What follows belongs to an exercise in optimizing a design on an open flow for a short achievable clock period and few clock cycles per item; a production flow would make more cautious choices. In this exercise RTL edits were held to simulation tests only and were not proved equivalent to the original. Power figures rest on the tool's default switching activity, not on a simulated workload.

==> flow/design.v <==
`timescale 1ns/100ps
`default_nettype none
package corePkg;
  typedef enum logic [4:0] {
    AluAnd     = 5'd0,
    AluEor     = 5'd1,
    AluSub     = 5'd2,
    AluRsb     = 5'd3,
    AluAdd     = 5'd4,
    AluAdc     = 5'd5,
    AluSbc     = 5'd6,
    AluRsc     = 5'd7,
    AluTst     = 5'd8,
    AluTeq     = 5'd9,
    AluCmp     = 5'd10,
    AluCmn     = 5'd11,
    AluOrr     = 5'd12,
    AluMov     = 5'd13,
    AluBic     = 5'd14,
    AluMvn     = 5'd15,
    AluAddFour = 5'd16
  } aluOpE;
  typedef enum logic [1:0] {
    StFetch,
    StMemRead,
    StDecode,
    StExecute
  } microStateE;
  typedef enum logic [3:0] {
    CondEq, CondNe, CondCs, CondCc, CondMi, CondPl, CondVs, CondVc,
    CondHi, CondLs, CondGe, CondLt, CondGt, CondLe, CondAl
  } condCodeE;
  typedef struct packed {
    logic n;
    logic z;
    logic c;
    logic v;
  } flagsT;
endpackage
`default_nettype wire
`timescale 1ns/100ps
`default_nettype none
module armCore (
  input  wire logic        clk,
  input  wire logic        rstN,
  output logic             wbCyc,
  output logic             wbStb,
  output logic [31:0]      wbAdr,
  input  wire logic [31:0] wbDatI,
  input  wire logic        wbAck,
  output logic             retireValid,
  output logic [3:0]       retireReg,
  output logic [31:0]      retireData,
  output logic [3:0]       flags
);
  function automatic logic condOk(input logic [3:0] cc, input logic n, input logic z,
                                  input logic c, input logic v);
    case (cc)
      4'd0:  condOk = z;
      4'd1:  condOk = !z;
      4'd2:  condOk = c;
      4'd3:  condOk = !c;
      4'd4:  condOk = n;
      4'd5:  condOk = !n;
      4'd6:  condOk = v;
      4'd7:  condOk = !v;
      4'd8:  condOk = c && !z;
      4'd9:  condOk = !c || z;
      4'd10: condOk = n == v;
      4'd11: condOk = n != v;
      4'd12: condOk = !z && (n == v);
      4'd13: condOk = z || (n != v);
      4'd14: condOk = 1'b1;
      default: condOk = 1'b0;
    endcase
  endfunction
  function automatic logic [32:0] ksCarry(input logic [31:0] g, input logic [31:0] p,
                                          input logic ci);
    logic [31:0] gg;
    logic [31:0] pp;
    gg = g;
    pp = p;
    for (int d = 1; d < 32; d = d * 2)
      for (int i = 31; i >= d; i--)
      begin
        gg[i] = gg[i] | (pp[i] & gg[i-d]);
        pp[i] = pp[i] & pp[i-d];
      end
    ksCarry = {gg | (pp & {32{ci}}), ci};
  endfunction
  function automatic logic [32:0] ksAdd(input logic [31:0] a, input logic [31:0] b,
                                        input logic ci);
    logic [32:0] c;
    c = ksCarry(a & b, a ^ b, ci);
    ksAdd = {c[32], a ^ b ^ c[31:0]};
  endfunction
  function automatic logic sumZero(input logic [31:0] a, input logic [31:0] b,
                                   input logic ci);
    sumZero = &(~(a ^ b ^ {a[30:0] | b[30:0], ci}));
  endfunction
  logic        stbQ;
  logic        jwQ;       
  logic [31:0] adrQ;
  logic [31:0] adrInc;
  logic        fire;
  logic        potJ;
  assign fire   = stbQ & wbAck;
  assign adrInc = adrQ + 32'd4;
  logic [15:0] immW;
  logic [31:0] immF;
  logic        subF;
  assign immW = {wbDatI[7:0], 8'b0} >> {wbDatI[9:8], 1'b0};
  always_comb
  begin
    case (wbDatI[11:10])
      2'd0: immF = {immW[7:0], 16'b0, immW[15:8]};
      2'd1: immF = {immW[15:8], immW[7:0], 16'b0};
      2'd2: immF = {8'b0, immW[15:8], immW[7:0], 8'b0};
      default: immF = {16'b0, immW[15:8], immW[7:0]};
    endcase
  end
  assign subF = wbDatI[24:21] == 4'd2;
  logic        irV;
  logic        irPJ;
  logic [31:0] irQ;
  logic [31:0] irPc4;
  logic [31:0] immB;
  logic [15:0] rnSel;     
  logic [31:0] jOp;       
  logic        jCin;
  logic        xV;
  logic        xPJ;
  logic        xJS;       
  logic [31:0] xJT;
  logic        lateQ;     
  logic        lateTk;
  logic [31:0] resQ;
  logic [31:0] xX;
  logic [31:0] xY;
  logic [3:0]  xCond;
  logic        xS;
  logic        xWr;
  logic [3:0]  xRd;
  logic        xArith;
  logic [1:0]  xLsel;
  logic [1:0]  xCsel;
  logic [14:0][31:0] rf;
  logic [14:0] rfOk;
  logic        nQ;
  logic        cQ;
  logic        vQ;
  logic        zf;
  logic        zNext;
  assign potJ   = (wbDatI[15:12] == 4'hF) && (wbDatI[24:23] != 2'b10) &&
                  (condOk(wbDatI[31:28], nQ, zf, cQ, vQ) || (irV && irQ[20]) || (xV && xS));
  logic        cin;
  logic [32:0] sum;
  logic [31:0] res;
  logic        ovf;
  logic        take;
  logic        resolve;
  logic        resolveN;
  assign take    = xV && condOk(xCond, nQ, zf, cQ, vQ);
  logic        rfWe;
  assign rfWe = take && xWr && xRd != 4'hF;
  assign resolve  = xV && xPJ && xJS;
  assign resolveN = xV && xPJ && !xJS;
  logic [31:0] pl;
  logic [32:0] carry;
  assign cin = xCsel[1] ? cQ : xCsel[0];
  always_comb
  begin
    if (xArith)
      pl = xX ^ xY;
    else
    begin
      case (xLsel)
        2'd0: pl = xX & xY;
        2'd1: pl = xX ^ xY;
        2'd2: pl = xX | xY;
        default: pl = xY;
      endcase
    end
  end
  assign carry = ksCarry(xX & xY & {32{xArith}}, xX ^ xY, cin);
  assign res   = pl ^ carry[31:0];
  assign sum   = {carry[32], res};
  assign ovf   = (xX[31] == xY[31]) && (res[31] != xX[31]);
  logic zAnd;
  logic zEor;
  logic zOrr;
  logic zMov;
  logic zSum;
  assign zAnd  = ~|(xX & xY);
  assign zEor  = xX == xY;
  assign zOrr  = ~|(xX | xY);
  assign zMov  = ~|xY;
  assign zSum  = sumZero(xX, xY, cin);
  always_comb
  begin
    if (xArith)
      zNext = zSum;
    else
    begin
      case (xLsel)
        2'd0: zNext = zAnd;
        2'd1: zNext = zEor;
        2'd2: zNext = zOrr;
        default: zNext = zMov;
      endcase
    end
  end
  logic [3:0]  op;
  logic [3:0]  rn;
  logic [31:0] rfv;
  logic        fwd;
  logic        swap;
  logic        invB;
  logic        arith;
  logic [1:0]  lsel;
  logic [1:0]  csel;
  logic [31:0] otherX;
  logic [31:0] otherY;
  assign op  = irQ[24:21];
  assign rn  = irQ[19:16];
  always_comb
  begin
    rfv = {32{rnSel[15]}} & irPc4;
    for (int k = 0; k < 15; k++)
      rfv = rfv | ({32{rnSel[k]}} & rf[k]);
  end
  assign fwd = take && xWr && (xRd == rn);
  always_comb
  begin
    swap  = 1'b0;
    invB  = 1'b0;
    arith = 1'b1;
    lsel  = 2'd0;
    csel  = 2'd0;
    case (op)
      4'd0, 4'd8:  begin arith = 1'b0; lsel = 2'd0; end
      4'd1, 4'd9:  begin arith = 1'b0; lsel = 2'd1; end
      4'd2, 4'd10: begin invB = 1'b1; csel = 2'd1; end
      4'd3:        begin swap = 1'b1; csel = 2'd1; end
      4'd4, 4'd11: ;
      4'd5:        csel = 2'd2;
      4'd6:        begin invB = 1'b1; csel = 2'd2; end
      4'd7:        begin swap = 1'b1; csel = 2'd2; end
      4'd12:       begin arith = 1'b0; lsel = 2'd2; end
      4'd13:       begin arith = 1'b0; lsel = 2'd3; end
      4'd14:       begin arith = 1'b0; lsel = 2'd0; invB = 1'b1; end
      default:     begin arith = 1'b0; lsel = 2'd3; invB = 1'b1; end
    endcase
  end
  assign otherX = swap ? immB : rfv;
  assign otherY = swap ? ~rfv : (invB ? ~immB : immB);
  logic        flagsStable;
  logic        irCondOk;
  logic        logicOp;
  logic        pcAddSub;
  logic        simpleJ;
  logic        early;
  logic        earlyTake;
  logic [31:0] jLogic;
  logic [31:0] jSum;
  logic [31:0] jTarget;
  logic [32:0] jAdd;
  assign flagsStable = !(xV && xS) || irQ[31:28] == 4'hE ||
                       (!xArith && (irQ[31:28] == 4'd2 || irQ[31:28] == 4'd3 ||
                                    irQ[31:28] == 4'd6 || irQ[31:28] == 4'd7));
  assign irCondOk    = condOk(irQ[31:28], nQ, zf, cQ, vQ);
  assign logicOp     = op[3:2] == 2'b11 || op[3:1] == 3'b000;
  assign pcAddSub    = rn == 4'hF && (op == 4'd4 || op == 4'd2);
  assign simpleJ     = (logicOp && (rn == 4'hF || !(xV && xWr && xRd == rn))) || pcAddSub;
  assign early       = irV && irPJ && flagsStable && (simpleJ || !irCondOk);
  assign earlyTake   = irCondOk && simpleJ;
  assign jAdd        = ksAdd(irPc4, jOp, jCin);
  assign jSum        = jAdd[31:0];
  always_comb
  begin
    case (op)
      4'd0:    jLogic = rfv & immB;
      4'd1:    jLogic = rfv ^ immB;
      4'd12:   jLogic = rfv | immB;
      4'd13:   jLogic = immB;
      4'd14:   jLogic = rfv & ~immB;
      default: jLogic = ~immB;
    endcase
  end
  assign jTarget = logicOp ? jLogic : jSum;
  logic        stbNext;
  logic [31:0] adrNext;
  always_comb
  begin
    stbNext = stbQ;
    if (fire)
      stbNext = !potJ;
    else if (!jwQ || resolve || early || lateQ)
      stbNext = 1'b1;
    adrNext = adrQ;
    if (fire)
      adrNext = adrInc;
    else if (early && earlyTake)
      adrNext = jTarget;
    else if (resolve && take)
      adrNext = xJT;
    else if (lateQ && lateTk)
      adrNext = resQ;
  end
  logic        wbStbQ;
  logic [31:0] wbAdrQ;
  always_ff @(posedge clk or negedge rstN)
  begin
    if (!rstN)
    begin
      wbStbQ <= 1'b0;
    end
    else
    begin
      wbStbQ <= fire ? !potJ : (stbQ || !jwQ || resolve || early || lateQ);
    end
  end
  always_ff @(posedge clk)
  begin
    if (lateQ && lateTk)
      wbAdrQ <= resQ;
    else if (resolve && take)
      wbAdrQ <= xJT;
    else if (early && earlyTake)
      wbAdrQ <= jTarget;
    else if (fire)
      wbAdrQ <= adrInc;
    else
      wbAdrQ <= adrQ;
  end
  always_ff @(posedge clk or negedge rstN)
  begin
    if (!rstN)
    begin
      stbQ <= 1'b0;
      jwQ  <= 1'b0;
      adrQ <= 32'b0;
      irV  <= 1'b0;
      xV   <= 1'b0;
      lateQ  <= 1'b0;
      lateTk <= 1'b0;
    end
    else
    begin
      if (fire && potJ)
        jwQ <= 1'b1;
      else if (resolve || early || lateQ)
        jwQ <= 1'b0;
      lateQ  <= resolveN;
      lateTk <= take;
      adrQ <= adrNext;
      stbQ <= stbNext;
      irV <= fire;
      xV  <= irV;
    end
  end
  always_ff @(posedge clk)
  begin
    irQ   <= wbDatI;
    irPJ  <= potJ;
    irPc4 <= adrInc;
    immB  <= immF;
    rnSel[15] <= wbDatI[19:16] == 4'hF;
    for (int k = 0; k < 15; k++)
      rnSel[k] <= wbDatI[19:16] == k && (rfOk[k] || (rfWe && xRd == k));
    jOp   <= subF ? ~immF : immF;
    jCin  <= subF;
    xPJ    <= irPJ && !early;
    xJS    <= simpleJ;
    xJT    <= jTarget;
    if (xV)
      resQ <= res;
    xX     <= (fwd && !swap) ? res : otherX;
    xY     <= (fwd && swap) ? ~res : otherY;
    xCond  <= irQ[31:28];
    xS     <= irQ[20];
    xWr    <= irQ[24:23] != 2'b10;
    xRd    <= irQ[15:12];
    xArith <= arith;
    xLsel  <= lsel;
    xCsel  <= csel;
  end
  for (genvar k = 0; k < 15; k++)
  begin : gRf
    always_ff @(posedge clk)
    begin
      if (rfWe && xRd == k)
        rf[k] <= res;
    end
  end
  always_ff @(posedge clk or negedge rstN)
  begin
    if (!rstN)
      rfOk <= '0;
    else if (rfWe)
      rfOk[xRd] <= 1'b1;
  end
  always_ff @(posedge clk or negedge rstN)
  begin
    if (!rstN)
    begin
      nQ <= 1'b0;
      cQ <= 1'b0;
      vQ <= 1'b0;
      zf <= 1'b0;
    end
    else if (take && xS)
    begin
      nQ <= res[31];
      zf <= zNext;
      if (xArith)
      begin
        cQ <= sum[32];
        vQ <= ovf;
      end
    end
  end
  logic        retVQ;
  logic [3:0]  retRegQ;
  logic [31:0] retDataQ;
  logic [3:0]  flagsQ;
  always_ff @(posedge clk or negedge rstN)
  begin
    if (!rstN)
    begin
      retVQ  <= 1'b0;
      flagsQ <= 4'b0;
    end
    else
    begin
      retVQ  <= take && xWr;
      flagsQ <= {nQ, zf, cQ, vQ};
    end
  end
  always_ff @(posedge clk)
  begin
    retRegQ  <= xRd;
    retDataQ <= res;
  end
  assign wbStb       = wbStbQ;
  assign wbCyc       = wbStbQ;
  assign wbAdr       = wbAdrQ;
  assign retireValid = retVQ;
  assign retireReg   = retRegQ;
  assign retireData  = retDataQ;
  assign flags       = flagsQ;
endmodule
`default_nettype wire
==> flow/flow/run.sh <==
#!/bin/bash
set -euo pipefail
bash standard.sh SETUP_SLACK_MARGIN=${MARGIN:-6.35} finish > orfs_make.log 2>&1
==> flow/standard.sh <==
#!/bin/bash
# synth_recipe.tcl (not shown) runs the flow's synth.tcl, then flattens the netlist and writes it again
# the make line also repeats each setting of config.mk as NAME=value (left out here)
make -C /OpenROAD-flow-scripts/flow DESIGN_CONFIG=/design/flow/config.mk WORK_HOME=/design/flow/orfs CLKGATE_MAP_FILE= SYNTH_SCRIPT=/design/flow/synth_recipe.tcl "${@:-finish}"
==> flow/config.mk <==
export PLATFORM = sky130hd
export DESIGN_NAME = armCore
export DESIGN_NICKNAME = armCore
export VERILOG_FILES = /design/flow/design.v
export SDC_FILE = /design/flow/constraint.sdc
export NUM_CORES = 4
export LEC_CHECK = 0
export ABC_CLOCK_PERIOD_IN_PS = 1500
export CAP_MARGIN = 30
export CORE_MARGIN = 2
export CORE_UTILIZATION = 50
export CTS_CLUSTER_DIAMETER = 70
export CTS_CLUSTER_SIZE = 22
export SLEW_MARGIN = 30
==> flow/constraint.sdc <==
create_clock -name core_clock -period 9.0 [get_ports {clk}]
set_input_delay 1.8000 -clock core_clock [delete_from_list [all_inputs] [get_ports {clk}]]
set_output_delay 1.8000 -clock core_clock [all_outputs]
set_load 0.01 [all_outputs]
==> key figures, run 1 <==
CTS
  • Root Driver: clkbuf_16
  • CTS clock-pin slew for the worst setup and hold paths: 0.08 ns
  • Clock Latency Late Sink: 0.68 ns
  • Clock H-tree levels: 2
  • Maximum clock path buffer count: 3
  • CTS tree: built
  • Hold buffers post-CTS: 0
  • Sink Count: 894
  • CTS buffer count: 54

STA
  • Max-Slew Margin vs Limit: 40.5%
  • Worst Clk Skew: 0.0730 ns
  • Hold Fails Final Rpt: 0
  • RSZ-0062 raised after global routing: true
  • Final Hold Slack: 0.330 ns
  • Max Transition Viols Final: 0
  • Clock period minus worst slack: 3.07 ns
  • Max Clk Rate: 326 MHz
  • Setup TNS: 0 ns
  • Fin crit share: 34.1%
  • Setup violators final: 0
  • Slew @ Worst Pin: 0.893 ns

Global route
  • GRT Total Usage: 38.9%
  • First-pass GRT wire length: 237000 um
  • GRT overflow: 0
  • Number of global-route vias before repair: 32200
  • Initial antenna violation count: 10
  • Pin count of the biggest net entering global routing: 99

Yosys
  • Syn. warnings: 1
  • Top-count cell post-synth: edfxtp_1
  • Synth Register Bits: 894
  • Yosys top cell area share: 37.6%
  • Post-Syn Instances: 3589
  • Top cells by count, synth: edfxtp_1 (512), dfxtp_1 (319), nand2_1 (249)
  • Cell area after synthesis: 40900 sq um
  • Avg Cell Area, Syn: 11.4 sq um
  • Number of flops mapped to enable cells by yosys: 512
  • Cell taking the most area after synthesis: edfxtp_1
  • Main synth FF type: edfxtp_1
  • Syn_nets: 3728
  • Synth cell types: 96
  • Ys async rst share: 7.05%
  • Seq/Total Area, Yosys: 57.0%
  • Main area contributors after synthesis: edfxtp_1 (38%), dfxtp_1 (16%), dfrtp_1 (3.9%), ha_1 (3.1%), a221oi_1 (2.8%)

Routing
  • Drt wl/cell: 33.8 um
  • Detail Route Antenna Nets: 0
  • Drt first pass iters: 12
  • Routed Wire Length: 172000 um
  • First-iteration detailed-routing DRC count: 4739
  • Detail-routed via count per cell: 6.73
  • DRC Markers: 0
  • DR vias: 34200

Floorplan
  • Total die area: 84200 sq um
  • Placement row count: 104
  • Die W: 290 um
  • I/O pin total: 110
  • CORE AREA: 80800 sq um
  • Die Y: 290 um
  • Starting Density: 50.7%

Final layout
  • Number of non-filler instances in the completed layout: 5078
  • Layout Utilization: 68.2%
  • Share of cells above drive strength 1: 34.8%
  • Nets: 4108
  • Area grow syn2layout: 34.5%

Min path
  • Hold Path Class: flip-flop to flip-flop

Critical path
  • CP Cell Sequence: mux2_4, mux4_2, a21oi_4, buf_12, xnor2_4, nand3_4, buf_12, and4bb_4, buf_12, and2_4, buf_12
  • Critical Path Max Stage Delay: 0.49 ns
  • Nature of the critical path startpoint: flip-flop
  • Critical path endpoint category: flip-flop
  • Crit-path max FO: 8
  • Crit path kind: flip-flop to flip-flop
  • Top cell by count, worst path: buf_12
  • Setup slack, reg-to-reg: 5.93 ns
  • Slowest CP cell: mux4_2
  • Data arrival, critical path: 3.45 ns
  • Worst Path Required: 9.39 ns

Pwr
  • Pwr dens: 164 nW/um^2
  • P_leak: 20.6 nW
  • Worst VDD drop: 0.000167 V

Placed design
  • IO buf count: 106
  • RePlAce Congestion: 0.957
  • Placed cell count: 4555
  • Hpwl dp: 96000 um

Outcome
  • Status: timing/DRC/antenna clean

Flow run
  • Max-capacitance violation count: 0
[state kept, by name, indices dropped and copies added, names as in the netlist, 16 cells and up]
| signal | count |
|---|---|
| xX | 32 |
| retDataQ | 32 |
| irQ | 17 |
| adrQ | 32 |
| jOp | 32 |
| rf | 480 |
| rnSel | 16 |
| wbAdrQ | 32 |
| immB | 32 |
| xY | 32 |
| irPc4 | 32 |
| resQ | 32 |
| xJT | 32 |
[power breakdown]
part / internal [W] / leakage (nW) / switching (W)
Combinational: 0.000722 / 11.6 / 0.00101
Sequential: 0.00454 / 8.11 / 0.000108
Clock: 0.00121 / 0.844 / 0.00146
[cell usage in the layout (no fill, tap or decap), types with 32 or more instances in the layout]
cell type and count:
nor3_1 43, buf_6 135, a22oi_1 39, mux2_4 33
o21ai_1 37, a21oi_1 151, a221oi_1 122, o21ai_0 49
buf_12 131, nand2_1 201, nand3_1 45, a21o_1 62
a22o_1 125, edfxtp_1 512, inv_1 94, dfxtp_1 214
o211ai_1 43, mux2i_1 48, dfxtp_4 35, buf_2 40
nor2_1 144, a21oi_2 38, buf_4 158, xnor2_1 80
xor2_1 107, ha_4 32, dfxtp_2 70, ha_1 54
dfrtp_1 58, and2_4 33, nand4_1 43, clkbuf_16 63
[worst max-delay path: cells and delay by family, from the launching register on]
kind / cells / cell delay (ns)
mux: 2 / 0.75
flops: 1 / 0.44
buf+inv: 4 / 0.62
xor+xnor: 1 / 0.15
simple gates: 3 / 0.70
compound gates: 1 / 0.15
[cell families after synthesis]
family	share of synthesized area, %
compound gates	18.3
simple gates	10.6
xor+xnor	4.70
fa+ha+maj	3.20
flops	57.0
buf+inv	3.67
mux	2.45
[metal layers]
layer | vias to the layer above | share of wire, % | track usage, %
met4 | 2 | 6.7 | 20.5
li1 | 14400 | - | -
met1 | 17100 | 39 | 54.4
met5 | - | 0.0070 | 0
met2 | 2262 | 42 | 55.9
met3 | 445 | 12 | 9.69
[timing repair]
item	4_1_cts	5_1_grt
cloned	60	11
pin swaps	180	171
setup endpoints to repair	1311	1070
setup buffers	267	80
resized for setup	1171	388
[cell type report]
| type | instances | area (sq um) |
|---|---|---|
| antenna | 4 | 10.0 |
| clock buffer | 79 | 1500 |
| clock inverter | 22 | 248 |
| fill | 5736 | 25700 |
| inverter | 113 | 453 |
| multi-input combinational | 2351 | 20700 |
| sequential | 894 | 23600 |
| tap | 1060 | 1330 |
| timing repair buffer | 553 | 7270 |
| timing repair inverter | 2 | 12.5 |
[metrics by stage]
step / instance area [sq um] / total power (W) / setup slack (ns)
global route: 55100 / 0.00928 / 5.90
CTS: 52500 / 0.00885 / 6.00
global placement: 43500 / 0.00585 / 4.67
detailed placement: 43600 / 0.00587 / 4.61
finish: 55100 / 0.00904 / 5.93
floorplan: 42000 / 0.00537 / 6.02
[final timing paths]
| path | startpoint | endpoint | depth (start not counted) |
|---|---|---|---|
| max in group asynchronous | rstN | cQ$_DFFE_PN0P_ | 2 |
| setup / recovery | nQ$_DFFE_PN0P_ | rf[405]$_DFFE_PP_ | 11 |
| hold reg to reg | csel[1]$_SDFF_PP0_ | xCsel[1]$_DFF_P_ | 0 |
| min in group asynchronous | rstN | retVQ$_DFF_PN0_ | 1 |
| hold / removal | csel[1]$_SDFF_PP0_ | xCsel[1]$_DFF_P_ | 0 |
| setup reg to reg | nQ$_DFFE_PN0P_ | rf[405]$_DFFE_PP_ | 11 |
Testbench counts, summed over its fixed seeds: cycles 19,675, instrs 9,600.
==> inputs of run 2 (changes only) <==
--- a/flow/config.mk
+++ b/flow/config.mk
@@ -9,6 +9,4 @@
 export CAP_MARGIN = 30
 export CORE_MARGIN = 2
 export CORE_UTILIZATION = 50
-export CTS_CLUSTER_DIAMETER = 70
-export CTS_CLUSTER_SIZE = 22
 export SLEW_MARGIN = 30
==> run 2 against run 1 <==
  * Worst hold slack worse by 0.0050 ns
  * Non-clock buffer count up 54
  * Synthesized cell count unchanged
  * Combinational power up 3%
  * Register-to-register slack worse by 0.05 ns
  * Flip-flop and latch count unchanged
  * Still clean
  * Wire length up 3.1%
  * Clock skew about the same
==> key figures, run 2 <==
Pwr
  • Sw Ratio: 27.4% (was 28.5%)
  • Sequential power share: 44.9% (was 51.4%)
  • Worst VDD drop: 0.000177 V (was 0.000167 V)
  • Clock power share: 37.9% (was 29.5%)
  • Pwr dens: 182 nW/um^2 (was 164 nW/um^2)
  • P_leak: 21.6 nW (was 20.6 nW)
  • Combinational cell fraction of total power: 17.2% (was 19.1%)
  • Cell Int Power: 0.00752 W (was 0.00646 W)
  • Sw power: 0.00284 W (was 0.00258 W)

Critical path
  • Worst Path Required: 9.42 ns (was 9.39 ns)
  • Critical path endpoint category: flip-flop (unchanged)
  • Crit-path max FO: 7 (was 8)
  • Setup slack, reg-to-reg: 5.88 ns (was 5.93 ns)
  • Nature of the critical path startpoint: flip-flop (unchanged)
  • Crit path kind: flip-flop to flip-flop (unchanged)
  • Data arrival, critical path: 3.54 ns (was 3.45 ns)
  • FF-to-FF path depth: 13 (was 11)

Yosys
  • Number of flops mapped to enable cells by yosys: 512 (unchanged)
  • Yosys top cell area share: 37.6% (unchanged)
  • Synth Register Bits: 894 (unchanged)
  • Seq/Total Area, Yosys: 57.0% (unchanged)
  • Syn_nets: 3728 (unchanged)
  • Top-count cell post-synth: edfxtp_1 (unchanged)
  • Cell area after synthesis: 40900 sq um (unchanged)
  • Top cells by count, synth: edfxtp_1 (512), dfxtp_1 (319), nand2_1 (249) (unchanged)
  • Avg Cell Area, Syn: 11.4 sq um (unchanged)
  • Post-Syn Instances: 3589 (unchanged)
  • Syn. warnings: 1 (unchanged)
  • Cell taking the most area after synthesis: edfxtp_1 (unchanged)
  • Ys async rst share: 7.05% (unchanged)
  • Main area contributors after synthesis: edfxtp_1 (38%), dfxtp_1 (16%), dfrtp_1 (3.9%), ha_1 (3.1%), a221oi_1 (2.8%) (unchanged)
  • Main synth FF type: edfxtp_1 (unchanged)
  • Synth cell types: 96 (unchanged)

Final layout
  • Commonest non-fill, non-tap cells in the layout: edfxtp_1 (512), dfxtp_1 (214), nand2_1 (203) (was edfxtp_1 (512), dfxtp_1 (214), nand2_1 (201))
  • Largest Register: rf (unchanged)
  • Area grow syn2layout: 39.2% (was 34.5%)
  • Commonest non-fill, non-tap cell in the layout: edfxtp_1 (unchanged)
  • Nets: 4199 (was 4108)
  • Share of cells above drive strength 1: 36.2% (was 34.8%)
  • Number of flip-flops in the largest register: 480 (unchanged)

Flow run
  • Max-capacitance violation count: 0 (unchanged)

Routing
  • Routed Wire Length: 177000 um (was 172000 um)
  • Drt first pass iters: 6 (was 12)
  • First-iteration detailed-routing DRC count: 4981 (was 4739)
  • DR vias: 35300 (was 34200)
  • Detail-routed via count per cell: 6.78 (was 6.73)
  • Drt wl/cell: 34.0 um (was 33.8 um)
  • DRC Markers: 0 (unchanged)
  • Detail Route Antenna Nets: 0 (unchanged)

Placed design
  • Placement Setup Slack: 4.61 ns (unchanged)
  • RePlAce Congestion: 0.957 (unchanged)
  • IO buf count: 106 (unchanged)
  • Hpwl dp: 96000 um (unchanged)

Outcome
  • Status: timing/DRC/antenna clean (unchanged)

Global route
  • Initial antenna violation count: 9 (was 10)
  • First-pass GRT wire length: 244000 um (was 237000 um)
  • Pin count of the biggest net entering global routing: 99 (unchanged)
  • Number of global-route vias before repair: 33300 (was 32200)
  • GRT overflow: 0 (unchanged)
  • GRT Total Usage: 40.1% (was 38.9%)

STA
  • Max-Slew Margin vs Limit: 36.6% (was 40.5%)
  • Final setup margin: 5.88 ns (was 5.93 ns)
  • Setup violators final: 0 (unchanged)
  • Final Hold Slack: 0.325 ns (was 0.330 ns)
  • Max Transition Viols Final: 0 (unchanged)
  • Hold Fails Final Rpt: 0 (unchanged)
  • Setup TNS: 0 ns (unchanged)
  • Slew @ Worst Pin: 0.951 ns (was 0.893 ns)
  • Clock period minus worst slack: 3.12 ns (was 3.07 ns)
  • Max Clk Rate: 321 MHz (was 326 MHz)
  • Fin crit share: 34.6% (was 34.1%)
  • Worst Clk Skew: 0.0727 ns (was 0.0730 ns)
  • RSZ-0062 raised after global routing: true (unchanged)

CTS
  • Sink Count: 894 (unchanged)
  • CTS buffer count: 94 (was 54)
  • Root Driver: clkbuf_16 (unchanged)
  • Clock H-tree levels: 3 (was 2)
  • Clock Latency Late Sink: 0.71 ns (was 0.68 ns)
  • CTS clock-pin slew for the worst setup and hold paths: 0.06 ns (was 0.08 ns)
  • CTS tree: built (unchanged)
  • Maximum clock path buffer count: 3 (unchanged)

Min path
  • Hold Path Class: flip-flop to flip-flop (unchanged)
  • Hold Path Cell Cnt: 0 (unchanged)

Floorplan
  • Die Y: 290 um (unchanged)
  • CORE AREA: 80800 sq um (unchanged)
  • Starting Density: 50.7% (unchanged)
  • Total die area: 84200 sq um (unchanged)
  • I/O pin total: 110 (unchanged)
  • Die W: 290 um (unchanged)
  • Placement row count: 104 (unchanged)
## run 2: worst max-delay path, cell delays in order, from the launching register on
cell and delay [ns]:
dfrtp_2 0.44, mux2_4 0.26, mux4_2 0.49, a21oi_4 0.15, buf_12 0.14, xnor2_4 0.14
nand3_4 0.10, buf_12 0.18, nor3b_4 0.21, buf_12 0.17, buf_6 0.10, buf_6 0.08
and2_4 0.20, clkbuf_16 0.18
## run 2: metrics by stage
stage                     power, W  instance area [sq um]  util (%)  std cells
after floorplan            0.00537                  42000         -       3589
after global placement     0.00585                  43500      53.8       4554
after detailed placement   0.00587                  43600      53.9       4555
after CTS                   0.0101                  54300      67.3       5107
after global routing        0.0106                  57000      70.5       5203
final                       0.0104                  57000      70.5       5206
## run 2: timing repair
action | 4_1_cts | 5_1_grt
setup endpoints to repair | 1327 | 1121
hold buffers | 0 | 0
resized for setup | 1187 | 374
pin swaps | 190 | 181
setup buffers | 311 | 82
gates cloned | 63 | 13
## run 2: final cells by class
cell class	instances	area, sq um
Fill cell	5526	23800
Sequential cell	894	23600
Multi-Input combinational cell	2350	20500
Timing Repair Buffer	607	7980
Clock buffer	151	2770
Tap cell	1060	1330
Inverter	113	460
Clock inverter	27	369
Antenna cell	4	10.0
## run 2: path summary, 6_finish.rpt
| path | endpoint | startpoint |
|---|---|---|
| worst max-delay path | rf[179]$_DFFE_PP_ | nQ$_DFFE_PN0P_ |
| worst min-delay path | xCsel[1]$_DFF_P_ | csel[1]$_SDFF_PP0_ |
| worst max register to register | rf[179]$_DFFE_PP_ | nQ$_DFFE_PN0P_ |
| worst min register to register | xCsel[1]$_DFF_P_ | csel[1]$_SDFF_PP0_ |
| max in group asynchronous | xV$_DFF_PN0_ | rstN |
| min in group asynchronous | retVQ$_DFF_PN0_ | rstN |
## run 2: kinds of logic after synthesis
kind of cell / Yosys count / synth area share (%)
AOI/OAI and AO/OA: 1048 / 18.3
DFF: 894 / 57.0
and+or+nand+nor: 860 / 10.6
buffers and inverters: 372 / 3.67
xor gates and xnor gates: 219 / 4.70
adders and majority gates: 104 / 3.20
muxes: 92 / 2.45
## run 2: power groups by stage
stage / combinational [W] / clock, W / sequential [W]
2_1_floorplan: 0.000678 / 0 / 0.00469
3_3_place_gp: 0.00113 / 0 / 0.00472
3_5_place_dp: 0.00115 / 0 / 0.00472
4_1_cts: 0.00156 / 0.00394 / 0.00464
5_1_grt: 0.00185 / 0.00411 / 0.00466
6_report: 0.00178 / 0.00393 / 0.00465
## run 2: metal layers
layer  up-vias  routed length [um]  GRT usage [%]
li1      14600                   -              -
met1     17700               69000           56.3
met2      2520               75000           58.0
met3       459               22200           9.90
met4         0               10800           19.7
met5         -                   0              0
==> inputs of run 3 (changes only) <==
--- a/flow/design.v
+++ b/flow/design.v
@@ -126,6 +126,8 @@
   logic [31:0] irPc4;
   logic [31:0] immB;
   logic [15:0] rnSel;     
+  logic [31:0] jA;        
+  logic [31:0] jB;
   logic [31:0] jOp;       
   logic        jCin;
   logic        xV;
@@ -145,7 +147,6 @@
   logic [1:0]  xLsel;
   logic [1:0]  xCsel;
   logic [14:0][31:0] rf;
-  logic [14:0] rfOk;
   logic        nQ;
   logic        cQ;
   logic        vQ;
@@ -161,8 +162,6 @@
   logic        resolve;
   logic        resolveN;
   assign take    = xV && condOk(xCond, nQ, zf, cQ, vQ);
-  logic        rfWe;
-  assign rfWe = take && xWr && xRd != 4'hF;
   assign resolve  = xV && xPJ && xJS;
   assign resolveN = xV && xPJ && !xJS;
   logic [31:0] pl;
@@ -276,17 +275,7 @@
   assign earlyTake   = irCondOk && simpleJ;
   assign jAdd        = ksAdd(irPc4, jOp, jCin);
   assign jSum        = jAdd[31:0];
-  always_comb
-  begin
-    case (op)
-      4'd0:    jLogic = rfv & immB;
-      4'd1:    jLogic = rfv ^ immB;
-      4'd12:   jLogic = rfv | immB;
-      4'd13:   jLogic = immB;
-      4'd14:   jLogic = rfv & ~immB;
-      default: jLogic = ~immB;
-    endcase
-  end
+  assign jLogic = (rfv & jA) ^ jB;
   assign jTarget = logicOp ? jLogic : jSum;
   logic        stbNext;
   logic [31:0] adrNext;
@@ -365,10 +354,17 @@
     irPJ  <= potJ;
     irPc4 <= adrInc;
     immB  <= immF;
-    rnSel[15] <= wbDatI[19:16] == 4'hF;
-    for (int k = 0; k < 15; k++)
-      rnSel[k] <= wbDatI[19:16] == k && (rfOk[k] || (rfWe && xRd == k));
+    for (int k = 0; k < 16; k++)
+      rnSel[k] <= wbDatI[19:16] == k;
     jOp   <= subF ? ~immF : immF;
+    case (wbDatI[24:21])
+      4'd0:    begin jA <= immF;      jB <= 32'b0; end    
+      4'd1:    begin jA <= '1;        jB <= immF;  end    
+      4'd12:   begin jA <= ~immF;     jB <= immF;  end    
+      4'd13:   begin jA <= 32'b0;     jB <= immF;  end    
+      4'd14:   begin jA <= ~immF;     jB <= 32'b0; end    
+      default: begin jA <= 32'b0;     jB <= ~immF; end    
+    endcase
     jCin  <= subF;
     xPJ    <= irPJ && !early;
     xJS    <= simpleJ;
@@ -385,23 +381,20 @@
     xLsel  <= lsel;
     xCsel  <= csel;
   end
+  logic rfWe;
+  assign rfWe = take && xWr && xRd != 4'hF;
   for (genvar k = 0; k < 15; k++)
   begin : gRf
-    always_ff @(posedge clk)
+    always_ff @(posedge clk or negedge rstN)
     begin
-      if (rfWe && xRd == k)
+      if (!rstN)
+        rf[k] <= 32'b0;
+      else if (rfWe && xRd == k)
         rf[k] <= res;
     end
   end
   always_ff @(posedge clk or negedge rstN)
   begin
-    if (!rstN)
-      rfOk <= '0;
-    else if (rfWe)
-      rfOk[xRd] <= 1'b1;
-  end
-  always_ff @(posedge clk or negedge rstN)
-  begin
     if (!rstN)
     begin
       nQ <= 1'b0;
==> flow/flow/run.sh (replaced) <==
#!/bin/bash
set -euo pipefail
bash standard.sh SETUP_SLACK_MARGIN=${MARGIN:-6.2} finish > orfs_make.log 2>&1
--- a/flow/config.mk
+++ b/flow/config.mk
@@ -5,7 +5,7 @@
 export SDC_FILE = /design/flow/constraint.sdc
 export NUM_CORES = 4
 export LEC_CHECK = 0
-export ABC_CLOCK_PERIOD_IN_PS = 1500
+export ABC_CLOCK_PERIOD_IN_PS = 2000
 export CAP_MARGIN = 30
 export CORE_MARGIN = 2
 export CORE_UTILIZATION = 50
==> run 3 against run 2 <==
  * The layout now fails its checks (max-capacitance violations, max-slew violations)
  * Clock-buffer cell count up 3
  * Clock power is 13% higher
  * Utilization rose by 0.33 points
  * Die area grew 6.0%
  * Final area up 7.5%
  * Synthesized area rose by 6.1%
  * Combinational power down 17%
  * Cell count up 17%
  * Largest cell class is now multi-input combinational cells
  * Highest routed layer is now met5
==> key figures, run 3 <==
Outcome
  • Status: finished with violations (was timing/DRC/antenna clean)
  • SO Viols: max-capacitance violations, max-slew violations

Placed design
  • IO buf count: 106 (unchanged)
  • Placed Area: 45900 sq um (was 43600 sq um)
  • Hpwl dp: 96300 um (was 96000 um)
  • RePlAce Congestion: 1.03 (was 0.957)
  • Placed cell count: 5460 (was 4555)

Floorplan
  • Die W: 299 um (was 290 um)
  • I/O pin total: 110 (unchanged)
  • Starting Density: 50.2% (was 50.7%)
  • Die Y: 299 um (was 290 um)
  • Placement row count: 108 (was 104)
  • Total die area: 89300 sq um (was 84200 sq um)
  • CORE AREA: 86500 sq um (was 80800 sq um)

STA
  • Final Hold Slack: 0.326 ns (was 0.325 ns)
  • Clock period minus worst slack: 3.11 ns (was 3.12 ns)
  • Fin crit share: 34.6% (about the same)
  • Setup violators final: 0 (unchanged)
  • Setup TNS: 0 ns (unchanged)
  • RSZ-0062 raised after global routing: true (unchanged)
  • Slew @ Worst Pin: 1.52 ns (was 0.951 ns)
  • Max Transition Viols Final: 12 (was 0)
  • Max-Slew Margin vs Limit: -1.25% (was 36.6%)
  • Max Clk Rate: 321 MHz (about the same)
  • Worst Clk Skew: 0.0507 ns (was 0.0727 ns)
  • Hold Fails Final Rpt: 0 (unchanged)

Final layout
  • Number of flip-flops in the largest register: 480 (unchanged)
  • Share of cells above drive strength 1: 39.4% (was 36.2%)
  • Largest Register: rf (unchanged)
  • Commonest non-fill, non-tap cells in the layout: dfrtp_1 (517), nand2_1 (385), dfxtp_1 (277) (was edfxtp_1 (512), dfxtp_1 (214), nand2_1 (203))
  • Nets: 4987 (was 4199)
  • Number of non-filler instances in the completed layout: 6099 (was 5206)
  • Commonest non-fill, non-tap cell in the layout: dfrtp_1 (was edfxtp_1)
  • Final instance area: 61300 sq um (was 57000 sq um)
  • Filler Cell Count: 5998 (was 5526)
  • Area grow syn2layout: 41.0% (was 39.2%)
  • Layout Utilization: 70.8% (was 70.5%)

Critical path
  • Critical path endpoint category: flip-flop (unchanged)
  • FF-to-FF Start: vQ$_DFFE_PN0P_ (was nQ$_DFFE_PN0P_)
  • Crit path kind: flip-flop to flip-flop (unchanged)
  • Nature of the critical path startpoint: flip-flop (unchanged)
  • Data arrival, critical path: 3.72 ns (was 3.54 ns)
  • Worst Path Required: 9.60 ns (was 9.42 ns)
  • FF-to-FF path depth: 13 (unchanged)
  • Setup slack, reg-to-reg: 5.89 ns (was 5.88 ns)
  • Worst r2r dst: rf[97]$_DFFE_PN0P_ (was rf[179]$_DFFE_PP_)
  • Crit-path max FO: 7 (unchanged)

Routing
  • First-iteration detailed-routing DRC count: 5358 (was 4981)
  • Detail-routed via count per cell: 6.83 (was 6.78)
  • DRC Markers: 0 (unchanged)
  • Drt wl/cell: 34.6 um (was 34.0 um)
  • DR vias: 41600 (was 35300)
  • Routed Wire Length: 211000 um (was 177000 um)
  • Drt first pass iters: 8 (was 6)
  • Detail Route Antenna Nets: 0 (unchanged)

Min path
  • Hold Path Cell Cnt: 0 (unchanged)
  • HP Start: arith$_DFF_P_ (was csel[1]$_SDFF_PP0_)
  • Hold Path Sink: xArith$_DFF_P_ (was xCsel[1]$_DFF_P_)
  • Hold Path Class: flip-flop to flip-flop (unchanged)

Yosys
  • Number of flops mapped to enable cells by yosys: 32 (was 512)
  • Yosys top cell area share: 30.4% (was 37.6%)
  • Avg Cell Area, Syn: 9.76 sq um (was 11.4 sq um)
  • Ys async rst share: 56.0% (was 7.05%)
  • Main synth FF type: dfrtp_1 (was edfxtp_1)
  • Syn_nets: 4584 (was 3728)
  • Top-count cell post-synth: nand2_1 (was edfxtp_1)
  • Synth cell types: 90 (was 96)
  • Synth Register Bits: 943 (was 894)
  • Post-Syn Instances: 4451 (was 3589)
  • Main area contributors after synthesis: dfrtp_1 (30%), dfxtp_1 (18%), nand2_1 (5.8%), o21ai_0 (5.6%), mux2_2 (5.0%) (was edfxtp_1 (38%), dfxtp_1 (16%), dfrtp_1 (3.9%), ha_1 (3.1%), a221oi_1 (2.8%))
  • Seq/Total Area, Yosys: 50.3% (was 57.0%)
  • Top cells by count, synth: nand2_1 (667), dfrtp_1 (528), o21ai_0 (483) (was edfxtp_1 (512), dfxtp_1 (319), nand2_1 (249))
  • Cell area after synthesis: 43400 sq um (was 40900 sq um)
  • Syn. warnings: 1 (unchanged)
  • Cell taking the most area after synthesis: dfrtp_1 (was edfxtp_1)

Global route
  • First-pass GRT wire length: 261000 um (was 244000 um)
  • Initial antenna violation count: 11 (was 9)
  • GRT overflow: 0 (unchanged)
  • GRT Total Usage: 40.3% (was 40.1%)
  • Number of global-route vias before repair: 36200 (was 33300)
  • Grt peak-use layer: met2 (unchanged)
  • Met3 global-route usage: 9.99% (was 9.90%)
  • M1 GR Usage: 50.9% (was 56.3%)
  • Routing usage on met2: 61.7% (was 58.0%)
  • Pin count of the biggest net entering global routing: 166 (was 99)

CTS
  • Clock Latency Late Sink: 0.74 ns (was 0.71 ns)
  • CTS clock-pin slew for the worst setup and hold paths: 0.07 ns (was 0.06 ns)
  • Root Driver: clkbuf_16 (unchanged)
  • Maximum clock path buffer count: 3 (unchanged)
  • Hold buffers post-CTS: 0 (unchanged)
  • Clock H-tree levels: 3 (unchanged)
  • Sink Count: 943 (was 894)
  • CTS buffer count: 100 (was 94)
  • CTS tree: built (unchanged)

Pwr
  • Worst VDD drop: 0.000178 V (was 0.000177 V)
  • Pwr dens: 169 nW/um^2 (was 182 nW/um^2)
  • P_leak: 26.0 nW (was 21.6 nW)

Flow run
  • Max-capacitance violation count: 1 (was 0)
## run 3: timing repair
item	CTS	global route
endpoints found under the setup margin	894	790
cloned	72	54
resized for setup	1113	1192
endpoints found under the hold margin	0	0
setup buffers	162	155
pin swaps	137	304
## run 3: worst max-delay path by stage
stage	startpoint	endpoint	slack (ns)
3_5_place_dp	xRd[3]$_DFF_P_	adrQ[5]$_DFFE_PN0N_	4.63
2_1_floorplan	wbDatI[30]	stbQ$_DFFE_PN0P_	5.97
6_report	vQ$_DFFE_PN0P_	rf[97]$_DFFE_PN0P_	5.89
3_3_place_gp	xRd[3]$_DFF_P_	adrQ[5]$_DFFE_PN0N_	4.43
4_1_cts	wbStbQ$_DFF_PN0_	wbStb	5.98
5_1_grt	vQ$_DFFE_PN0P_	rf[102]$_DFFE_PN0P_	5.85
## run 3: routing by layer
metal	wire length, um	vias to the layer above
met4	23500	4
met5	35	-
met3	27500	1283
met1	71700	20400
met2	88600	3222
li1	-	16700
## run 3: critical path: stages, from the launching register on
cell and delay, ns:
dfrtp_2 0.49, xnor2_4 0.17, mux2_4 0.28, o311ai_4 0.26
o221a_4 0.30, nand2_8 0.11, buf_12 0.16, nor3_4 0.19
buf_12 0.15, buf_8 0.11, nand3_4 0.08, buf_12 0.18
buf_16 0.21, mux2_2 0.28
## run 3: report_power, final
group,leakage (nW),switching (W),internal [W]
Clock,1.74,0.00186,0.00258
Combinational,13.5,0.000925,0.000551
Sequential,10.8,0.0000865,0.00437
Total,26.0,0.00287,0.00750
## run 3: stage by stage
stage               power [W]  worst slack (ns)
finish                 0.0104              5.89
global route           0.0106              5.85
floorplan             0.00509              5.97
CTS                    0.0101              5.98
global placement      0.00554              4.43
detailed placement    0.00556              4.63
## run 3: cell type report
type	count	area (sq um)	area share, %
Sequential cell	943	22000	36.0
Clock inverter	33	449	0.733
Multi-Input combinational cell	3070	25300	41.4
Tap cell	1155	1450	2.36
Inverter	138	591	0.964
Clock buffer	154	3070	5.01
Timing Repair Buffer	601	8310	13.6
Antenna cell	5	12.5	0.0204
## run 3: cell families (layout without fill, tap and decap cells)
logic type	count (synthesis)	in the layout	synth area share, %
and+or+nand+nor	1201	1235	12.4
other	0	5	0
DFF	943	943	50.3
xor gates and xnor gates	240	240	4.84
adders and majority gates	98	98	2.84
AOI/OAI and AO/OA	1214	1214	18.2
muxes	283	283	7.18
buffers and inverters	472	926	4.26
Testbench counts of run 3, summed over its fixed seeds: cycles 19,675, instrs 9,600.
==> inputs of run 4 (changes only) <==
--- a/flow/design.v
+++ b/flow/design.v
@@ -147,6 +147,7 @@
   logic [1:0]  xLsel;
   logic [1:0]  xCsel;
   logic [14:0][31:0] rf;
+  logic [14:0] rfOk;
   logic        nQ;
   logic        cQ;
   logic        vQ;
@@ -226,7 +227,7 @@
   begin
     rfv = {32{rnSel[15]}} & irPc4;
     for (int k = 0; k < 15; k++)
-      rfv = rfv | ({32{rnSel[k]}} & rf[k]);
+      rfv = rfv | ({32{rnSel[k] & rfOk[k]}} & rf[k]);
   end
   assign fwd = take && xWr && (xRd == rn);
   always_comb
@@ -279,6 +280,11 @@
   assign jTarget = logicOp ? jLogic : jSum;
   logic        stbNext;
   logic [31:0] adrNext;
+  logic [31:0] adrRest;
+  logic        selJL;
+  logic        selJS;
+  assign selJL = early && earlyTake && logicOp;
+  assign selJS = early && earlyTake && !logicOp;
   always_comb
   begin
     stbNext = stbQ;
@@ -286,15 +292,15 @@
       stbNext = !potJ;
     else if (!jwQ || resolve || early || lateQ)
       stbNext = 1'b1;
-    adrNext = adrQ;
+    adrRest = adrQ;
     if (fire)
-      adrNext = adrInc;
-    else if (early && earlyTake)
-      adrNext = jTarget;
+      adrRest = adrInc;
     else if (resolve && take)
-      adrNext = xJT;
+      adrRest = xJT;
     else if (lateQ && lateTk)
-      adrNext = resQ;
+      adrRest = resQ;
+    adrNext = ({32{selJL}} & jLogic) | ({32{selJS}} & jSum) |
+              ({32{!(selJL || selJS)}} & adrRest);
   end
   logic        wbStbQ;
   logic [31:0] wbAdrQ;
@@ -385,16 +391,21 @@
   assign rfWe = take && xWr && xRd != 4'hF;
   for (genvar k = 0; k < 15; k++)
   begin : gRf
-    always_ff @(posedge clk or negedge rstN)
+    always_ff @(posedge clk)
     begin
-      if (!rstN)
-        rf[k] <= 32'b0;
-      else if (rfWe && xRd == k)
+      if (rfWe && xRd == k)
         rf[k] <= res;
     end
   end
   always_ff @(posedge clk or negedge rstN)
   begin
+    if (!rstN)
+      rfOk <= '0;
+    else if (rfWe)
+      rfOk[xRd] <= 1'b1;
+  end
+  always_ff @(posedge clk or negedge rstN)
+  begin
     if (!rstN)
     begin
       nQ <= 1'b0;
==> flow/flow/run.sh (replaced) <==
#!/bin/bash
set -euo pipefail
bash standard.sh SETUP_SLACK_MARGIN=${MARGIN:-6.35} finish > orfs_make.log 2>&1
--- a/flow/config.mk
+++ b/flow/config.mk
@@ -5,8 +5,10 @@
 export SDC_FILE = /design/flow/constraint.sdc
 export NUM_CORES = 4
 export LEC_CHECK = 0
-export ABC_CLOCK_PERIOD_IN_PS = 2000
+export ABC_CLOCK_PERIOD_IN_PS = 1500
 export CAP_MARGIN = 30
 export CORE_MARGIN = 2
 export CORE_UTILIZATION = 50
+export CTS_CLUSTER_DIAMETER = 70
+export CTS_CLUSTER_SIZE = 22
 export SLEW_MARGIN = 30
==> run 4 against run 3 <==
  * Fails layout checks on antenna violations
  * Sequential power rose by 12%
  * Clock power fell by 38%
  * Setup slack got worse by 0.074 ns
  * Combinational power rose by 34%
  * Critical path depth fell by 2
  * Non-clock buffer count rose by 40
  * Maximum frequency fell by 2.3%
  * Worst hold slack improved by 0.0028 ns
  * Cell count fell by 14%
  * Register-to-register slack got worse by 0.07 ns
  * First-iteration DRC count fell by 11%
  * Via count fell by 17%
==> key figures, run 4 <==
CTS
  • Root Driver: clkbuf_16 (unchanged)
  • Hold buffers post-CTS: 0 (unchanged)
  • Sink Count: 958 (was 943)
  • CTS buffer count: 54 (was 100)
  • CTS clock-pin slew for the worst setup and hold paths: 0.09 ns (was 0.07 ns)
  • Clock H-tree levels: 2 (was 3)
  • Clock Latency Late Sink: 0.67 ns (was 0.74 ns)
  • CTS tree: built (unchanged)
  • Maximum clock path buffer count: 3 (unchanged)

Routing
  • DRC Markers: 0 (unchanged)
  • Routed Wire Length: 180000 um (was 211000 um)
  • Detail-routed via count per cell: 6.60 (was 6.83)
  • Drt first pass iters: 8 (unchanged)
  • DR vias: 34400 (was 41600)
  • Detail Route Antenna Nets: 1 (was 0)
  • Drt wl/cell: 34.5 um (was 34.6 um)
  • First-iteration detailed-routing DRC count: 4766 (was 5358)

Final layout
  • Number of flip-flops in the largest register: 480 (unchanged)
  • Number of non-filler instances in the completed layout: 5215 (was 6099)
  • Commonest non-fill, non-tap cell in the layout: edfxtp_1 (was dfrtp_1)
  • Share of cells above drive strength 1: 35.1% (was 39.4%)
  • Commonest non-fill, non-tap cells in the layout: edfxtp_1 (512), dfxtp_1 (289), nand2_1 (238) (was dfrtp_1 (517), nand2_1 (385), dfxtp_1 (277))
  • Nets: 4225 (was 4987)
  • Area grow syn2layout: 37.1% (was 41.0%)
  • Largest Register: rf (unchanged)

STA
  • Worst Clk Skew: 0.0248 ns (was 0.0507 ns)
  • Max-Slew Margin vs Limit: 39.7% (was -1.25%)
  • Final Hold Slack: 0.328 ns (was 0.326 ns)
  • Slew @ Worst Pin: 0.902 ns (was 1.52 ns)
  • Setup TNS: 0 ns (unchanged)
  • Max Clk Rate: 314 MHz (was 321 MHz)
  • RSZ-0062 raised after global routing: true (unchanged)
  • Clock period minus worst slack: 3.19 ns (was 3.11 ns)
  • Final setup margin: 5.81 ns (was 5.89 ns)
  • Setup violators final: 0 (unchanged)
  • Fin crit share: 35.4% (was 34.6%)
  • Max Transition Viols Final: 0 (was 12)
  • Hold Fails Final Rpt: 0 (unchanged)

Critical path
  • Crit-path max FO: 8 (was 7)
  • Crit path kind: flip-flop to flip-flop (unchanged)
  • Worst r2r dst: rf[284]$_DFFE_PP_ (was rf[97]$_DFFE_PN0P_)
  • Setup slack, reg-to-reg: 5.81 ns (was 5.89 ns)
  • FF-to-FF path depth: 11 (was 13)
  • Worst Path Required: 9.37 ns (was 9.60 ns)
  • Critical path endpoint category: flip-flop (unchanged)
  • Data arrival, critical path: 3.56 ns (was 3.72 ns)
  • FF-to-FF Start: vQ$_DFFE_PN0P_ (unchanged)
  • Nature of the critical path startpoint: flip-flop (unchanged)

Floorplan
  • Placement row count: 105 (was 108)
  • Die Y: 291 um (was 299 um)
  • I/O pin total: 110 (unchanged)
  • Starting Density: 50.3% (was 50.2%)
  • Total die area: 84700 sq um (was 89300 sq um)
  • Die W: 291 um (was 299 um)
  • CORE AREA: 81800 sq um (was 86500 sq um)

Global route
  • First-pass GRT wire length: 245000 um (was 261000 um)
  • GRT Total Usage: 40.7% (was 40.3%)
  • Pin count of the biggest net entering global routing: 67 (was 166)
  • Initial antenna violation count: 13 (was 11)
  • Number of global-route vias before repair: 32600 (was 36200)
  • GRT overflow: 0 (unchanged)

Yosys
  • Seq/Total Area, Yosys: 59.8% (was 50.3%)
  • Cell taking the most area after synthesis: edfxtp_1 (was dfrtp_1)
  • Syn. warnings: 1 (unchanged)
  • Cell area after synthesis: 41200 sq um (was 43400 sq um)
  • Yosys top cell area share: 37.3% (was 30.4%)
  • Number of flops mapped to enable cells by yosys: 512 (was 32)
  • Synth cell types: 81 (was 90)
  • Avg Cell Area, Syn: 11.5 sq um (was 9.76 sq um)
  • Post-Syn Instances: 3595 (was 4451)
  • Main synth FF type: edfxtp_1 (was dfrtp_1)
  • Top cells by count, synth: edfxtp_1 (512), dfxtp_1 (383), nand2_1 (279) (was nand2_1 (667), dfrtp_1 (528), o21ai_0 (483))
  • Main area contributors after synthesis: edfxtp_1 (37%), dfxtp_1 (19%), dfrtp_1 (3.8%), ha_1 (3.1%), xnor2_1 (2.8%) (was dfrtp_1 (30%), dfxtp_1 (18%), nand2_1 (5.8%), o21ai_0 (5.6%), mux2_2 (5.0%))
  • Ys async rst share: 6.58% (was 56.0%)
  • Synth Register Bits: 958 (was 943)
  • Syn_nets: 3734 (was 4584)
  • Top-count cell post-synth: edfxtp_1 (was nand2_1)

Min path
  • HP Start: irQ[15]$_DFF_P_ (was arith$_DFF_P_)
  • Hold Path Class: flip-flop to flip-flop (unchanged)
  • Hold Path Sink: xRd[3]$_DFF_P_ (was xArith$_DFF_P_)
  • Hold Path Cell Cnt: 0 (unchanged)

Pwr
  • P_leak: 21.1 nW (was 26.0 nW)
  • Overall power: 0.00970 W (was 0.0104 W)
  • Worst VDD drop: 0.000180 V (was 0.000178 V)
  • Pwr dens: 172 nW/um^2 (was 169 nW/um^2)

Outcome
  • SO Viols: antenna violations (was max-capacitance violations, max-slew violations)
  • Status: finished with violations (unchanged)

Placed design
  • Placed cell count: 4605 (was 5460)
  • RePlAce Congestion: 0.974 (was 1.03)
  • Placement Setup Slack: 4.72 ns (was 4.63 ns)
  • Hpwl dp: 99200 um (was 96300 um)
  • IO buf count: 106 (unchanged)

Flow run
  • Max-capacitance violation count: 0 (was 1)
-- run 4: cell count changes after synthesis, moves of 27 or more --
cell      delta
edfxtp_1   +480
nand3_1     +71
o21ai_0    -349
mux2i_1     +27
nand2_1    -388
nor2_1      +59
dfrtp_1    -465
a22o_1      -70
a221oi_1    -83
inv_1       -31
a22oi_1     +96
clkbuf_1    -71
mux2_2     -160
-- run 4: worst max-delay path, cell delays in order, from the launching register on --
cell and delay [ns]:
dfrtp_2 0.43, or4b_1 0.52, and3_4 0.17, a32oi_4 0.20
xnor2_2 0.12, and2b_4 0.34, buf_12 0.14, buf_12 0.10
and2_4 0.14, buf_6 0.11, and4b_4 0.38, clkbuf_16 0.23
-- run 4: how the worst max path moves through the flow --
stage | cells past startpoint | to | slack [ns] | start
5_1_grt | 14 | xX[27]$_DFF_P_ | 5.76 | xY[10]$_DFF_P_
3_5_place_dp | 9 | wbAdrQ[31]$_DFF_P_ | 4.72 | wbAck
6_report | 11 | rf[284]$_DFFE_PP_ | 5.81 | vQ$_DFFE_PN0P_
4_1_cts | 12 | rf[222]$_DFFE_PP_ | 5.81 | xY[1]$_DFF_P_
3_3_place_gp | 9 | wbAdrQ[31]$_DFF_P_ | 4.72 | wbAck
2_1_floorplan | 8 | jA[11]$_DFF_P_ | 5.94 | wbDatI[8]
-- run 4: cells by family after synthesis --
family | Yosys count | synth area share (%)
AOI/OAI and AO/OA | 822 | 13.7
xor gates and xnor gates | 233 | 4.96
adders and majority gates | 104 | 3.18
buffers and inverters | 336 | 3.21
DFF | 958 | 59.8
muxes | 142 | 3.58
and+or+nand+nor | 1000 | 11.6
-- run 4: power by group --
part / switching (W) / total [W] / internal, W / leakage (nW)
clock: 0.00152 / 0.00275 / 0.00123 / 0.835
sequential: 0.000118 / 0.00497 / 0.00485 / 8.54
combinational: 0.00113 / 0.00199 / 0.000856 / 11.7
-- run 4: repair_timing --
item | 4_1_cts | 5_1_grt
endpoints found under the setup margin | 1414 | 1210
pin swaps | 215 | 175
resized for setup | 1260 | 333
gates cloned | 70 | 11
setup buffers | 314 | 100
-- run 4: stage by stage --
stage | util, % | cell area [sq um]
3_3_place_gp | 53.9 | 44100
5_1_grt | 68.9 | 56400
6_report | 69.0 | 56400
3_5_place_dp | 54.0 | 44200
2_1_floorplan | - | 42400
4_1_cts | 65.8 | 53800
-- run 4: area by class of cell --
class | instances | area, sq um
repair buffers | 641 | 8270
fillers | 5733 | 25400
clock inverters | 16 | 173
diodes | 13 | 32.5
inverters | 105 | 448
clock buffers | 86 | 1540
repair inverters | 1 | 16.3
multi-input cells | 2325 | 19800
flip-flops and latches | 958 | 24800
well taps | 1070 | 1340
-- run 4: metal layers --
metal	global-route usage, %	share of wire, %
met4	23.2	7.2
met1	53.8	37
met3	9.19	12
met5	0	0.037
met2	61.8	44
Testbench counts of run 4, summed over its fixed seeds: cycles 19,675, instrs 9,600.
==> inputs of run 5 (changes only) <==
--- a/flow/config.mk
+++ b/flow/config.mk
@@ -9,6 +9,4 @@
 export CAP_MARGIN = 30
 export CORE_MARGIN = 2
 export CORE_UTILIZATION = 50
-export CTS_CLUSTER_DIAMETER = 70
-export CTS_CLUSTER_SIZE = 22
 export SLEW_MARGIN = 30
==> run 5 against run 4 <==
  * Largest cell class unchanged
  * Wire length is 0.26% higher
  * Setup slack worse by 0.022 ns
  * Sequential share of layout area is 0.88 points lower
  * Critical path type unchanged
  * Die area stayed put
  * Flip-flop and latch count stayed put
  * Utilization is 1.4 points higher
  * Highest routed layer unchanged
  * Non-clock buffer count is 16 lower
  * Total power is 12% higher
  * Now clean on timing, DRC and antenna
  * Clock-buffer cell count is 58 higher
==> key figures, run 5 <==
Flow run
  • Max-capacitance violation count: 0 (unchanged)

Global route
  • GRT overflow: 0 (unchanged)
  • First-pass GRT wire length: 248000 um (was 245000 um)
  • GRT Total Usage: 41.3% (was 40.7%)
  • Routing usage on met2: 63.9% (was 61.8%)
  • Met3 global-route usage: 10.3% (was 9.19%)
  • Grt peak-use layer: met2 (unchanged)
  • Pin count of the biggest net entering global routing: 67 (unchanged)
  • M1 GR Usage: 53.1% (was 53.8%)
  • Number of global-route vias before repair: 33300 (was 32600)
  • Initial antenna violation count: 15 (was 13)

Critical path
  • Crit-path max FO: 7 (was 8)
  • Crit path kind: flip-flop to flip-flop (unchanged)
  • Nature of the critical path startpoint: flip-flop (unchanged)
  • Data arrival, critical path: 3.64 ns (was 3.56 ns)
  • CP Cell Sequence: or4b_1, and3_4, a32oi_4, xnor2_2, and2b_4, buf_12, and2_4, buf_6, buf_12, buf_12, and4b_4, buf_12, buf_12 (was or4b_1, and3_4, a32oi_4, xnor2_2, and2b_4, buf_12, buf_12, and2_4, buf_6, and4b_4, clkbuf_16)
  • Critical Path Max Stage Delay: 0.50 ns (was 0.52 ns)
  • Critical path endpoint category: flip-flop (unchanged)
  • Top cell by count, worst path: buf_12 (unchanged)
  • Worst Path Required: 9.43 ns (was 9.37 ns)
  • Slowest CP cell: or4b_1 (unchanged)

Yosys
  • Seq/Total Area, Yosys: 59.8% (unchanged)
  • Top-count cell post-synth: edfxtp_1 (unchanged)
  • Main area contributors after synthesis: edfxtp_1 (37%), dfxtp_1 (19%), dfrtp_1 (3.8%), ha_1 (3.1%), xnor2_1 (2.8%) (unchanged)
  • Yosys top cell area share: 37.3% (unchanged)
  • Cell taking the most area after synthesis: edfxtp_1 (unchanged)
  • Post-Syn Instances: 3595 (unchanged)
  • Ys async rst share: 6.58% (unchanged)
  • Cell area after synthesis: 41200 sq um (unchanged)
  • Syn_nets: 3734 (unchanged)
  • Avg Cell Area, Syn: 11.5 sq um (unchanged)
  • Main synth FF type: edfxtp_1 (unchanged)
  • Number of flops mapped to enable cells by yosys: 512 (unchanged)
  • Top cells by count, synth: edfxtp_1 (512), dfxtp_1 (383), nand2_1 (279) (unchanged)
  • Synth cell types: 81 (unchanged)
  • Syn. warnings: 1 (unchanged)
  • Synth Register Bits: 958 (unchanged)

CTS
  • Root Driver: clkbuf_16 (unchanged)
  • Maximum clock path buffer count: 3 (unchanged)
  • Clock H-tree levels: 3 (was 2)
  • CTS clock-pin slew for the worst setup and hold paths: 0.06 ns (was 0.09 ns)
  • CTS buffer count: 96 (was 54)
  • CTS tree: built (unchanged)
  • Hold buffers post-CTS: 0 (unchanged)
  • Sink Count: 958 (unchanged)
  • Clock Latency Late Sink: 0.73 ns (was 0.67 ns)

Routing
  • Drt wl/cell: 34.2 um (was 34.5 um)
  • First-iteration detailed-routing DRC count: 5076 (was 4766)
  • DRC Markers: 0 (unchanged)
  • Routed Wire Length: 180000 um (about the same)
  • Detail Route Antenna Nets: 0 (was 1)
  • Drt first pass iters: 8 (unchanged)
  • DR vias: 34800 (was 34400)
  • Detail-routed via count per cell: 6.59 (was 6.60)

STA
  • Setup violators final: 0 (unchanged)
  • Clock period minus worst slack: 3.21 ns (was 3.19 ns)
  • Setup TNS: 0 ns (unchanged)
  • Max-Slew Margin vs Limit: 23.1% (was 39.7%)
  • Worst Clk Skew: 0.0904 ns (was 0.0248 ns)
  • Max Clk Rate: 311 MHz (was 314 MHz)
  • Slew @ Worst Pin: 1.15 ns (was 0.902 ns)
  • Hold Fails Final Rpt: 0 (unchanged)
  • Max Transition Viols Final: 0 (unchanged)
  • Final setup margin: 5.79 ns (was 5.81 ns)
  • Fin crit share: 35.7% (was 35.4%)
  • RSZ-0062 raised after global routing: true (unchanged)

Final layout
  • Commonest non-fill, non-tap cell in the layout: edfxtp_1 (unchanged)
  • Nets: 4250 (was 4225)
  • Largest Register: rf (unchanged)
  • Area grow syn2layout: 39.8% (was 37.1%)
  • Number of flip-flops in the largest register: 480 (unchanged)
  • Register area: 24800 sq um (about the same)
  • Commonest non-fill, non-tap cells in the layout: edfxtp_1 (512), dfxtp_1 (292), nand2_1 (232) (was edfxtp_1 (512), dfxtp_1 (289), nand2_1 (238))
  • Final instance area: 57600 sq um (was 56400 sq um)
  • Area of the multi-input gates: 19600 sq um (was 19800 sq um)
  • Share of cells above drive strength 1: 35.1% (about the same)
  • Filler Cell Count: 5604 (was 5733)

Pwr
  • Pwr dens: 189 nW/um^2 (was 172 nW/um^2)
  • Cell Int Power: 0.00786 W (was 0.00693 W)
  • Sw power: 0.00300 W (was 0.00277 W)
  • Sequential power share: 45.8% (was 51.2%)
  • Overall power: 0.0109 W (was 0.00970 W)
  • Combinational cell fraction of total power: 17.1% (was 20.5%)
  • Worst VDD drop: 0.000176 V (was 0.000180 V)
  • Clock power share: 37.1% (was 28.3%)
  • Sw Ratio: 27.6% (was 28.6%)
  • P_leak: 21.7 nW (was 21.1 nW)

Floorplan
  • I/O pin total: 110 (unchanged)
  • Total die area: 84700 sq um (unchanged)
  • Placement row count: 105 (unchanged)
  • Starting Density: 50.3% (unchanged)
  • CORE AREA: 81800 sq um (unchanged)
  • Die W: 291 um (unchanged)
  • Die Y: 291 um (unchanged)

Placed design
  • Placed Area: 44200 sq um (unchanged)
  • Hpwl dp: 99200 um (unchanged)
  • IO buf count: 106 (unchanged)
  • RePlAce Congestion: 0.974 (unchanged)
  • Placement Setup Slack: 4.72 ns (unchanged)

Outcome
  • Status: timing/DRC/antenna clean (was finished with violations)

Min path
  • Hold Path Class: flip-flop to flip-flop (unchanged)
## run 5: kinds of logic (layout without fill, tap and decap cells)
| family | Yosys count | count (layout) | synth area share (%) |
|---|---|---|---|
| compound gates | 822 | 822 | 13.7 |
| flops | 958 | 958 | 59.8 |
| buf+inv | 336 | 912 | 3.21 |
| other cells | 0 | 13 | 0 |
| simple gates | 1000 | 1023 | 11.6 |
| mux | 142 | 142 | 3.58 |
| fa+ha+maj | 104 | 104 | 3.18 |
| xor+xnor | 233 | 233 | 4.96 |
## run 5: cell type report
class | instances | area share (%)
Sequential cell | 958 | 43.1
Inverter | 105 | 0.776
Timing Repair Buffer | 625 | 14.2
Tap cell | 1070 | 2.33
Clock inverter | 37 | 0.739
Antenna cell | 13 | 0.0565
Clock buffer | 144 | 4.80
Timing Repair inverter | 1 | 0.0282
Multi-Input combinational cell | 2324 | 34.0
## run 5: path summary, 6_finish.rpt
kind                                 start                  to  slack [ns]  cells past startpoint
min                        irQ[12]$_DFF_P_      xRd[0]$_DFF_P_        0.33                      0
min reg2reg                irQ[12]$_DFF_P_      xRd[0]$_DFF_P_        0.33                      0
max                         vQ$_DFFE_PN0P_   rf[317]$_DFFE_PP_        5.79                     13
min in group asynchronous             rstN  adrQ[13]$_DFF_PN0_        1.13                      1
max in group asynchronous             rstN      zf$_DFFE_PN0P_        7.26                      1
max reg2reg                 vQ$_DFFE_PN0P_   rf[317]$_DFFE_PP_        5.79                     13
## run 5: metrics by stage
| step | util, % | hold WS [ns] | cells |
|---|---|---|---|
| 2_1_floorplan | - | 0.310 | 3595 |
| 3_3_place_gp | 53.9 | 0.311 | 4604 |
| 3_5_place_dp | 54.0 | 0.312 | 4605 |
| 4_1_cts | 67.9 | 0.326 | 5186 |
| 5_1_grt | 70.3 | 0.329 | 5267 |
| 6_report | 70.3 | 0.326 | 5277 |
## run 5: worst max-delay path, delay by kind of cell, from the launching register on
| family | cells | cell delay [ns] |
|---|---|---|
| compound gates | 1 | 0.20 |
| buf+inv | 6 | 0.76 |
| simple gates | 5 | 1.45 |
| xor+xnor | 1 | 0.12 |
| flops | 1 | 0.43 |
## run 5: layer usage
| metal | up-vias | part of all wire (%) |
|---|---|---|
| met4 | 6 | 7.2 |
| met1 | 17300 | 37 |
| met5 | - | 0.026 |
| met3 | 578 | 11 |
| li1 | 14400 | - |
| met2 | 2415 | 44 |
## run 5: repair_timing
action | CTS | global route
resized for setup | 1243 | 316
cloned | 74 | 5
pin swaps | 217 | 131
setup endpoints to repair | 1398 | 1134
setup buffers | 326 | 73
endpoints found under the hold margin | 0 | 0
## run 5: power by group through the flow
| stage | clock [W] | sequential (W) | combinational, W |
|---|---|---|---|
| finish | 0.00403 | 0.00497 | 0.00186 |
| global route | 0.00422 | 0.00498 | 0.00191 |
| CTS | 0.00403 | 0.00496 | 0.00164 |
| detailed placement | 0 | 0.00505 | 0.00122 |
| global placement | 0 | 0.00504 | 0.00120 |
| floorplan | 0 | 0.00502 | 0.000690 |

==> static timing again, ports no longer ideal <==
In the flow no input, the clock included, has a driving cell. The finished layouts below were timed again as built, in two steps. Step 1 (the two cells are an assumption about what drives the block):
set clk [get_ports {clk}]
set_driving_cell -lib_cell sky130_fd_sc_hd__clkbuf_16 $clk
set_driving_cell -lib_cell sky130_fd_sc_hd__buf_2 [delete_from_list [all_inputs] $clk]
Step 2 also shifts input and output timing later by t, the mid clock arrival at the registers, as if the neighbouring blocks saw the same clock. a / b / c = ideal ports / drivers / drivers and shift; a / b = the first two.
run | shift t [ns] | setup WS [ns] | worst setup path after step 2
run 1 | 0.710 | 5.934 / 5.934 / 5.478 | input to register
run 2 | 0.740 | 5.884 / 5.884 / 5.499 | input to register
run 3 | 0.782 | 5.885 / 5.885 / 5.383 | input to register
run 4 | 0.726 | 5.812 / 5.812 / 5.455 | input to register
run 5 | 0.757 | 5.790 / 5.790 / 5.416 | input to register
For run 3, which loses most, drivers alone change the setup slack by 0.000 ns; drivers and shift together by -0.502 ns.
